Background: an optimization exercise with open tools, aiming at small area, a short achievable clock period and few clock cycles. Do not read the settings as production practice.
At most, simulation tests tie the RTL to the original design; equivalence was not proved.
No activity file was given, so power comes from the tool's default toggle rates.

== run 2 ==
==> flow/design.v <==
package pix_pkg;
	localparam int PIXEL_BITS = 8;
	localparam int LANES      = 4;                   
	typedef logic [PIXEL_BITS-1:0]       pixel_t;
	typedef logic [LANES*PIXEL_BITS-1:0] beat_t;    
	localparam int LINE_BEATS   = 4;                 
	localparam int STORED_LINES = 4;                 
	typedef logic [1:0] col_t;                       
	typedef logic [2:0] row_cnt_t;                   
endpackage
package filt_pkg;
	typedef logic [1:0] rot_t;
	typedef logic [7:0] coeff_t;
	localparam coeff_t H_EDGE   = 8'd6;
	localparam coeff_t H_NEAR   = 8'd58;
	localparam coeff_t H_CENTER = 8'd128;
	typedef logic [15:0] prod_t;                     
	typedef logic [17:0] sum_t;                      
	localparam sum_t ROUND_BIAS  = 18'd128;
	localparam int   ROUND_SHIFT = 8;
endpackage
`timescale 1ns/1ps
module y_filter_top
(
	input  logic  clock,
	input  logic  reset,
	input  logic  in_valid,
	output logic  in_ready,
	input  pix_pkg::beat_t in_data,
	input  logic  in_first,
	output logic  out_valid,
	input  logic  out_ready,
	output pix_pkg::beat_t out_data
);
	localparam int LANES = pix_pkg::LANES;
	localparam int PB    = pix_pkg::PIXEL_BITS;
	localparam int LB    = pix_pkg::LINE_BEATS;
	localparam int DEPTH = LB * pix_pkg::STORED_LINES - 2;    
	logic           adv;                                 
	logic           accept;
	pix_pkg::beat_t sr [DEPTH];                          
	logic [9:0]     g2 [LANES];                          
	logic [9:0]     u2 [LANES];                          
	logic [14:0]    p [LANES];                           
	pix_pkg::col_t  col;
	logic [2:0]     row;
	pix_pkg::beat_t res;
	assign adv      = !out_valid || out_ready;
	assign in_ready = adv;
	assign accept   = adv && in_valid;
	pix_pkg::col_t eff_col;
	logic [2:0]    eff_row;
	assign eff_col = in_first ? pix_pkg::col_t'(0) : col;
	assign eff_row = in_first ? 3'd0 : row;
	always_ff @(posedge clock) begin
		if (reset) begin
			col <= '0;
			row <= '0;
		end else if (accept) begin
			col <= eff_col + pix_pkg::col_t'(1);
			if (eff_col == pix_pkg::col_t'(LB - 1) && !eff_row[2]) begin
				row <= eff_row + 3'd1;
			end else begin
				row <= eff_row;
			end
		end
	end
	function automatic logic [29:0] csa(input logic [14:0] a, input logic [14:0] b, input logic [14:0] c);
		csa = {(a & b) | (a & c) | (b & c), a ^ b ^ c};
	endfunction
	function automatic logic [14:0] add15(input logic [14:0] a, input logic [14:0] b);
		logic [14:0] g;
		logic [14:0] p;
		logic [14:0] gg;
		logic [14:0] pp;
		g  = a & b;
		p  = a ^ b;
		gg = g;
		pp = p;
		for (int lv = 0; lv < 4; lv++) begin
			for (int i = 0; i < 15; i++) begin
				if ((i >> lv) & 1) begin
					int j;
					j = ((i >> lv) << lv) - 1;
					gg[i] = gg[i] | (pp[i] & gg[j]);
					pp[i] = pp[i] & pp[j];
				end
			end
		end
		for (int i = 2; i < 15; i = i * 2) begin
			gg[i] = (g[i] | (p[i] & g[i-1])) | ((p[i] & p[i-1]) & gg[i-2]);
		end
		add15 = p ^ {gg[13:0], 1'b0};
	endfunction
	function automatic logic [14:0] cpa1(input logic [29:0] cs);
		cpa1 = add15(cs[14:0], {cs[28:15], 1'b1});
	endfunction
	always_ff @(posedge clock) begin
		if (accept) begin
			sr[0] <= in_data;
			for (int k = 1; k < DEPTH; k++) begin
				sr[k] <= sr[k-1];
			end
			for (int l = 0; l < LANES; l++) begin
				logic [14:0] t;
				logic [14:0] gx;
				t      = cpa1(csa(15'(sr[13][l*PB +: PB]), ~(15'(sr[9][l*PB +: PB])), ~(15'(sr[1][l*PB +: PB]))));
				g2[l] <= t[9:0];
				t      = cpa1(csa(15'(sr[9][l*PB +: PB]), 15'(sr[1][l*PB +: PB]), {6'd0, sr[5][l*PB +: PB], 1'b1}));
				u2[l] <= t[9:0];
				gx     = {{5{g2[l][9]}}, g2[l]};
				p[l]  <= cpa1(csa({gx[13:0], 1'b1}, gx, {u2[l], 5'd0}));
			end
		end
	end
	always_comb begin
		for (int l = 0; l < LANES; l++) begin
			logic [14:0] acc;
			acc = cpa1(csa(p[l], {6'd0, in_data[l*PB +: PB], 1'b0}, {7'd0, in_data[l*PB +: PB]}));
			res[l*PB +: PB] = acc[14:7];
		end
	end
	always_ff @(posedge clock) begin
		if (reset) begin
			out_valid <= 1'b0;
		end else if (adv) begin
			out_valid <= in_valid && eff_row[2];         
		end
	end
	always_ff @(posedge clock) begin
		if (accept) begin
			out_data <= res;
		end
	end
endmodule
Settings: LEC_CHECK=0, ABC_AREA=1, CAP_MARGIN=20, CORE_MARGIN=2, CORE_UTILIZATION=55, CTS_BUF_LIST=sky130_fd_sc_hd__clkbuf_8, CTS_CLUSTER_DIAMETER=50, CTS_CLUSTER_SIZE=18, SETUP_SLACK_MARGIN=2.9, SLEW_MARGIN=20; clock period 5.5 ns.
run.sh (not shown) runs the stock make flow with config.mk's settings and CLKGATE_MAP_FILE= SYNTH_SCRIPT=/design/flow/synth_recipe.tcl, a recipe that flattens the netlist after the stock synthesis.
Testbench counts of run 2, summed over its fixed seeds: cycles 3,080.
Here is what was changed in the inputs of run 1 compared with run 2.
diff --git a/flow/design.v b/flow/design.v
--- a/flow/design.v
+++ b/flow/design.v
@@ -38,16 +38,19 @@
 	localparam int DEPTH = LB * pix_pkg::STORED_LINES - 2;    
 	logic           adv;                                 
 	logic           accept;
 	pix_pkg::beat_t sr [DEPTH];                          
 	logic [9:0]     g2 [LANES];                          
-	logic [9:0]     u2 [LANES];                          
-	logic [14:0]    p [LANES];                           
+	logic [11:0]    g3 [LANES];                          
+	logic [9:0]     u [LANES];                           
+	logic [6:0]     w [LANES];
+	logic           uw_valid;
 	pix_pkg::col_t  col;
 	logic [2:0]     row;
+	logic           s_valid;
+	pix_pkg::beat_t s_data;
 	pix_pkg::beat_t res;
-	assign adv      = !out_valid || out_ready;
 	assign in_ready = adv;
 	assign accept   = adv && in_valid;
 	pix_pkg::col_t eff_col;
 	logic [2:0]    eff_row;
 	assign eff_col = in_first ? pix_pkg::col_t'(0) : col;
@@ -63,13 +66,17 @@
 			end else begin
 				row <= eff_row;
 			end
 		end
 	end
-	function automatic logic [29:0] csa(input logic [14:0] a, input logic [14:0] b, input logic [14:0] c);
-		csa = {(a & b) | (a & c) | (b & c), a ^ b ^ c};
-	endfunction
+	always_ff @(posedge clock) begin
+		if (reset) begin
+			uw_valid <= 1'b0;
+		end else if (adv) begin
+			uw_valid <= in_valid && eff_row[2];          
+		end
+	end
 	function automatic logic [14:0] add15(input logic [14:0] a, input logic [14:0] b);
 		logic [14:0] g;
 		logic [14:0] p;
 		logic [14:0] gg;
 		logic [14:0] pp;
@@ -85,14 +92,14 @@
 					gg[i] = gg[i] | (pp[i] & gg[j]);
 					pp[i] = pp[i] & pp[j];
 				end
 			end
 		end
-		for (int i = 2; i < 15; i = i * 2) begin
-			gg[i] = (g[i] | (p[i] & g[i-1])) | ((p[i] & p[i-1]) & gg[i-2]);
-		end
 		add15 = p ^ {gg[13:0], 1'b0};
+	endfunction
+	function automatic logic [29:0] csa(input logic [14:0] a, input logic [14:0] b, input logic [14:0] c);
+		csa = {(a & b) | (a & c) | (b & c), a ^ b ^ c};
 	endfunction
 	function automatic logic [14:0] cpa1(input logic [29:0] cs);
 		cpa1 = add15(cs[14:0], {cs[28:15], 1'b1});
 	endfunction
 	always_ff @(posedge clock) begin
@@ -104,32 +111,48 @@
 			for (int l = 0; l < LANES; l++) begin
 				logic [14:0] t;
 				logic [14:0] gx;
 				t      = cpa1(csa(15'(sr[13][l*PB +: PB]), ~(15'(sr[9][l*PB +: PB])), ~(15'(sr[1][l*PB +: PB]))));
 				g2[l] <= t[9:0];
-				t      = cpa1(csa(15'(sr[9][l*PB +: PB]), 15'(sr[1][l*PB +: PB]), {6'd0, sr[5][l*PB +: PB], 1'b1}));
-				u2[l] <= t[9:0];
 				gx     = {{5{g2[l][9]}}, g2[l]};
-				p[l]  <= cpa1(csa({gx[13:0], 1'b1}, gx, {u2[l], 5'd0}));
+				t      = add15({gx[13:0], 1'b1}, gx);
+				g3[l] <= t[11:0];
+				t      = cpa1(csa({{3{g3[l][11]}}, g3[l]}, {6'd0, in_data[l*PB +: PB], 1'b1}, {7'd0, in_data[l*PB +: PB]}));
+				w[l]  <= t[11:5];
+				t      = cpa1(csa(15'(sr[11][l*PB +: PB]), 15'(sr[3][l*PB +: PB]), {6'd0, sr[7][l*PB +: PB], 1'b1}));
+				u[l]  <= t[9:0];
 			end
 		end
 	end
 	always_comb begin
 		for (int l = 0; l < LANES; l++) begin
 			logic [14:0] acc;
-			acc = cpa1(csa(p[l], {6'd0, in_data[l*PB +: PB], 1'b0}, {7'd0, in_data[l*PB +: PB]}));
-			res[l*PB +: PB] = acc[14:7];
+			acc = add15({5'd0, u[l]}, {{8{w[l][6]}}, w[l]});
+			res[l*PB +: PB] = acc[9:2];
 		end
 	end
 	always_ff @(posedge clock) begin
 		if (reset) begin
 			out_valid <= 1'b0;
-		end else if (adv) begin
-			out_valid <= in_valid && eff_row[2];         
+			s_valid   <= 1'b0;
+			adv       <= 1'b1;
+		end else if (s_valid) begin
+			if (out_ready) begin
+				s_valid <= 1'b0;
+				adv     <= 1'b1;
+			end
+		end else if (!out_valid || out_ready) begin
+			out_valid <= uw_valid;
+		end else if (uw_valid) begin
+			s_valid <= 1'b1;
+			adv     <= 1'b0;
 		end
 	end
 	always_ff @(posedge clock) begin
-		if (accept) begin
-			out_data <= res;
+		if (!out_valid || out_ready) begin
+			out_data <= s_valid ? s_data : res;
+		end
+		if (adv) begin
+			s_data <= res;
 		end
 	end
 endmodule
Findings:
- Going from run 2 to run 1, cell area after synthesis grows by about 3.6%.
- [compare] base=run 2 new=run 1: routed wire length now sits higher; number of clock buffer instances in the layout now sits lower; synthesized netlist cell count now sits lower.
- Re setup slack: run 2 was higher than run 1.
- Run 1 against run 2: proportion of power drawn by combinational gates lost 2.4 points, maximum frequency fell 2.4%, number of synthesized flops with an enable pin rose by 48, area growth from synthesis to final layout grew by 1.6 points.
- Going from run 2 to run 1, net switching power figure shrank slightly.
- Launch point of the critical path = in_data[15]: run 1; launch point of the critical path = in_data[3]: run 2
- The initial antenna violation count in run 1 was lower than what run 2 gave.
- Delta (run 1 minus run 2): clock insertion delay at the later pin of the skew report now sits at about the same level; footprint of the flip-flops and latches went up by about 8%.
No functional check of the RTL was part of run 1.

========
Setup of alpha:
Another version of the RTL of y_filter_top (not shown whole).
Size: ~71 I/O pins, roughly 0.028 mm2 of cells after synthesis.
## y_filter_top
module y_filter_top
(
	input  logic  clock,
	input  logic  reset,
	input  logic  in_valid,
	output logic  in_ready,
	input  pix_pkg::beat_t in_data,
	input  logic  in_first,
	output logic  out_valid,
	input  logic  out_ready,
	output pix_pkg::beat_t out_data
);
	localparam int LANES = pix_pkg::LANES;
	localparam int PB    = pix_pkg::PIXEL_BITS;
	localparam int LB    = pix_pkg::LINE_BEATS;
	localparam int DEPTH = LB * pix_pkg::STORED_LINES - 2;    
	logic           adv;                                 
	logic           accept;
	pix_pkg::beat_t sr [DEPTH];                          
	logic [9:0]     g2 [LANES];                          
	logic [9:0]     u2 [LANES];                          
	logic [14:0]    p [LANES];                           
	pix_pkg::col_t  col;
	logic [2:0]     row;
	pix_pkg::beat_t res;
	assign adv      = !out_valid || out_ready;
	assign in_ready = adv;
	assign accept   = adv && in_valid;
	pix_pkg::col_t eff_col;
	logic [2:0]    eff_row;
	assign eff_col = in_first ? pix_pkg::col_t'(0) : col;
	assign eff_row = in_first ? 3'd0 : row;
	always_ff @(posedge clock) begin
		if (reset) begin
			col <= '0;
			row <= '0;
  ...
==> module y_filter_top, before the edit <==
module y_filter_top
(
	input  logic  clock,
	input  logic  reset,
	input  logic  in_valid,
	output logic  in_ready,
	input  pix_pkg::beat_t in_data,
	input  logic  in_first,
	output logic  out_valid,
	input  logic  out_ready,
	output pix_pkg::beat_t out_data
);
	localparam int LANES = pix_pkg::LANES;
	localparam int PB    = pix_pkg::PIXEL_BITS;
	localparam int LB    = pix_pkg::LINE_BEATS;
	localparam int DEPTH = LB * pix_pkg::STORED_LINES - 2;    
	logic           adv;                                 
	logic           accept;
	pix_pkg::beat_t sr [DEPTH];                          
	logic [9:0]     g2 [LANES];                          
	logic [9:0]     u2 [LANES];                          
	logic [14:0]    p [LANES];                           
	pix_pkg::col_t  col;
	logic [2:0]     row;
	pix_pkg::beat_t res;
	assign adv      = !out_valid || out_ready;
	assign in_ready = adv;
	assign accept   = adv && in_valid;
	pix_pkg::col_t eff_col;
	logic [2:0]    eff_row;
	assign eff_col = in_first ? pix_pkg::col_t'(0) : col;
	assign eff_row = in_first ? 3'd0 : row;
	always_ff @(posedge clock) begin
		if (reset) begin
			col <= '0;
			row <= '0;
		end else if (accept) begin
			col <= eff_col + pix_pkg::col_t'(1);
			if (eff_col == pix_pkg::col_t'(LB - 1) && !eff_row[2]) begin
				row <= eff_row + 3'd1;
			end else begin
				row <= eff_row;
			end
		end
	end
	function automatic logic [29:0] csa(input logic [14:0] a, input logic [14:0] b, input logic [14:0] c);
		csa = {(a & b) | (a & c) | (b & c), a ^ b ^ c};
	endfunction
	function automatic logic [14:0] add15(input logic [14:0] a, input logic [14:0] b);
		logic [14:0] g;
		logic [14:0] p;
		logic [14:0] gg;
		logic [14:0] pp;
		g  = a & b;
		p  = a ^ b;
		gg = g;
		pp = p;
		for (int lv = 0; lv < 4; lv++) begin
			for (int i = 0; i < 15; i++) begin
				if ((i >> lv) & 1) begin
					int j;
					j = ((i >> lv) << lv) - 1;
					gg[i] = gg[i] | (pp[i] & gg[j]);
					pp[i] = pp[i] & pp[j];
				end
			end
		end
		add15 = p ^ {gg[13:0], 1'b0};
	endfunction
	function automatic logic [14:0] cpa1(input logic [29:0] cs);
		cpa1 = add15(cs[14:0], {cs[28:15], 1'b1});
	endfunction
	always_ff @(posedge clock) begin
		if (accept) begin
			sr[0] <= in_data;
			for (int k = 1; k < DEPTH; k++) begin
				sr[k] <= sr[k-1];
			end
			for (int l = 0; l < LANES; l++) begin
				logic [14:0] t;
				logic [14:0] gx;
				t      = cpa1(csa(15'(sr[13][l*PB +: PB]), ~(15'(sr[9][l*PB +: PB])), ~(15'(sr[1][l*PB +: PB]))));
				g2[l] <= t[9:0];
				t      = cpa1(csa(15'(sr[9][l*PB +: PB]), 15'(sr[1][l*PB +: PB]), {6'd0, sr[5][l*PB +: PB], 1'b1}));
				u2[l] <= t[9:0];
				gx     = {{5{g2[l][9]}}, g2[l]};
				p[l]  <= cpa1(csa({gx[13:0], 1'b1}, gx, {u2[l], 5'd0}));
			end
		end
	end
	always_comb begin
		for (int l = 0; l < LANES; l++) begin
			logic [14:0] acc;
			acc = cpa1(csa(p[l], {6'd0, in_data[l*PB +: PB], 1'b0}, {7'd0, in_data[l*PB +: PB]}));
			res[l*PB +: PB] = acc[14:7];
		end
	end
	always_ff @(posedge clock) begin
		if (reset) begin
			out_valid <= 1'b0;
		end else if (adv) begin
			out_valid <= in_valid && eff_row[2];         
		end
	end
	always_ff @(posedge clock) begin
		if (adv) begin
			out_data <= res;
		end
	end
endmodule
make LEC_CHECK=0 CAP_MARGIN=20 CORE_MARGIN=2 CORE_UTILIZATION=40 CTS_BUF_LIST=sky130_fd_sc_hd__clkbuf_8 SETUP_SLACK_MARGIN=2.9 SLEW_MARGIN=20 finish   # period 5.5 ns
Testbench counts of alpha, summed over its fixed seeds: cycles 3,080.
## Diff of input files: beta against alpha
-- flow/design.v --
<<< alpha, line 69
		csa = {(a & b) | (a & c) | (b & c), a ^ b ^ c};
	endfunction
	function automatic logic [14:0] add15(input logic [14:0] a, input logic [14:0] b);
		logic [14:0] g;
		logic [14:0] p;
		logic [14:0] gg;
		logic [14:0] pp;
		g  = a & b;
		p  = a ^ b;
		gg = g;
		pp = p;
		for (int lv = 0; lv < 4; lv++) begin
			for (int i = 0; i < 15; i++) begin
				if ((i >> lv) & 1) begin
					int j;
					j = ((i >> lv) << lv) - 1;
					gg[i] = gg[i] | (pp[i] & gg[j]);
					pp[i] = pp[i] & pp[j];
				end
			end
		end
		add15 = p ^ {gg[13:0], 1'b0};
	endfunction
	function automatic logic [14:0] cpa1(input logic [29:0] cs);
		cpa1 = add15(cs[14:0], {cs[28:15], 1'b1});
	endfunction
	always_ff @(posedge clock) begin
>>> beta, line 69
		csa = {(a & b) | (a & c) | (b & c), a ^ b ^ c};
	endfunction
	function automatic logic [14:0] cpa1(input logic [29:0] cs);
		cpa1 = cs[14:0] + {cs[28:15], 1'b1};
	endfunction
	always_ff @(posedge clock) begin
Findings:
- beta was carried through to the last stage, and its layout satisfied the timing, design-rule and antenna checks.
- The combinational share of power of beta exceeds that of alpha by 2.3 points.
- Between alpha and beta, the flow reports power density normalized to cell area increasing slightly.
- Taking alpha as the reference point, the internal power of beta falls by about 4%.
- beta: net count after synthesis is about 1.3% higher than what alpha reported.
- Post-route cell area: beta lower than alpha
- Relative to alpha, the sum of routed wire length over all layers measured on beta has increased by a few percent.
- As of beta, count of non-CTS inverters in the layout had fallen by more than a quarter compared to alpha.
- Sequential cell area delta (alpha -> beta): insignificant
For beta, only the layout was checked, not whether the RTL still works.

==> separate check: timing with driven ports <==
How much do the figures lean on ideal ports? The routed layouts below were timed once more, with nothing changed but the port constraints. Step 1 sets driving cells, clkbuf_16 on the clock port and buf_2 on the other inputs (assumed; they add their load-dependent delay and slew). Step 2 adds t to the input delays and takes it off the output delays; t is the mean of the earliest and latest rising clock arrival at the registers after step 1. Input paths then give back, and output paths get back, about the clock's delay inside the block. a / b / c = ideal / step 1 / step 2; a / b = the first two.
| run | shift t [ns] | slack for setup (ns) | worst setup path after step 2 |
|---|---|---|---|
| run 2 | 0.697 | 2.923 / 2.909 / 2.237 | input to register |
| run 1 | 0.704 | 2.860 / 2.898 / 2.194 | input to register |
| alpha | 0.728 | 2.459 / 2.459 / 2.022 | input to register |
| beta | 0.732 | 2.395 / 2.419 / 1.687 | input to register |
After both steps every run listed still meets setup and hold. For beta, which loses most, drivers alone change the setup slack by +0.024 ns; drivers and shift together by -0.708 ns.
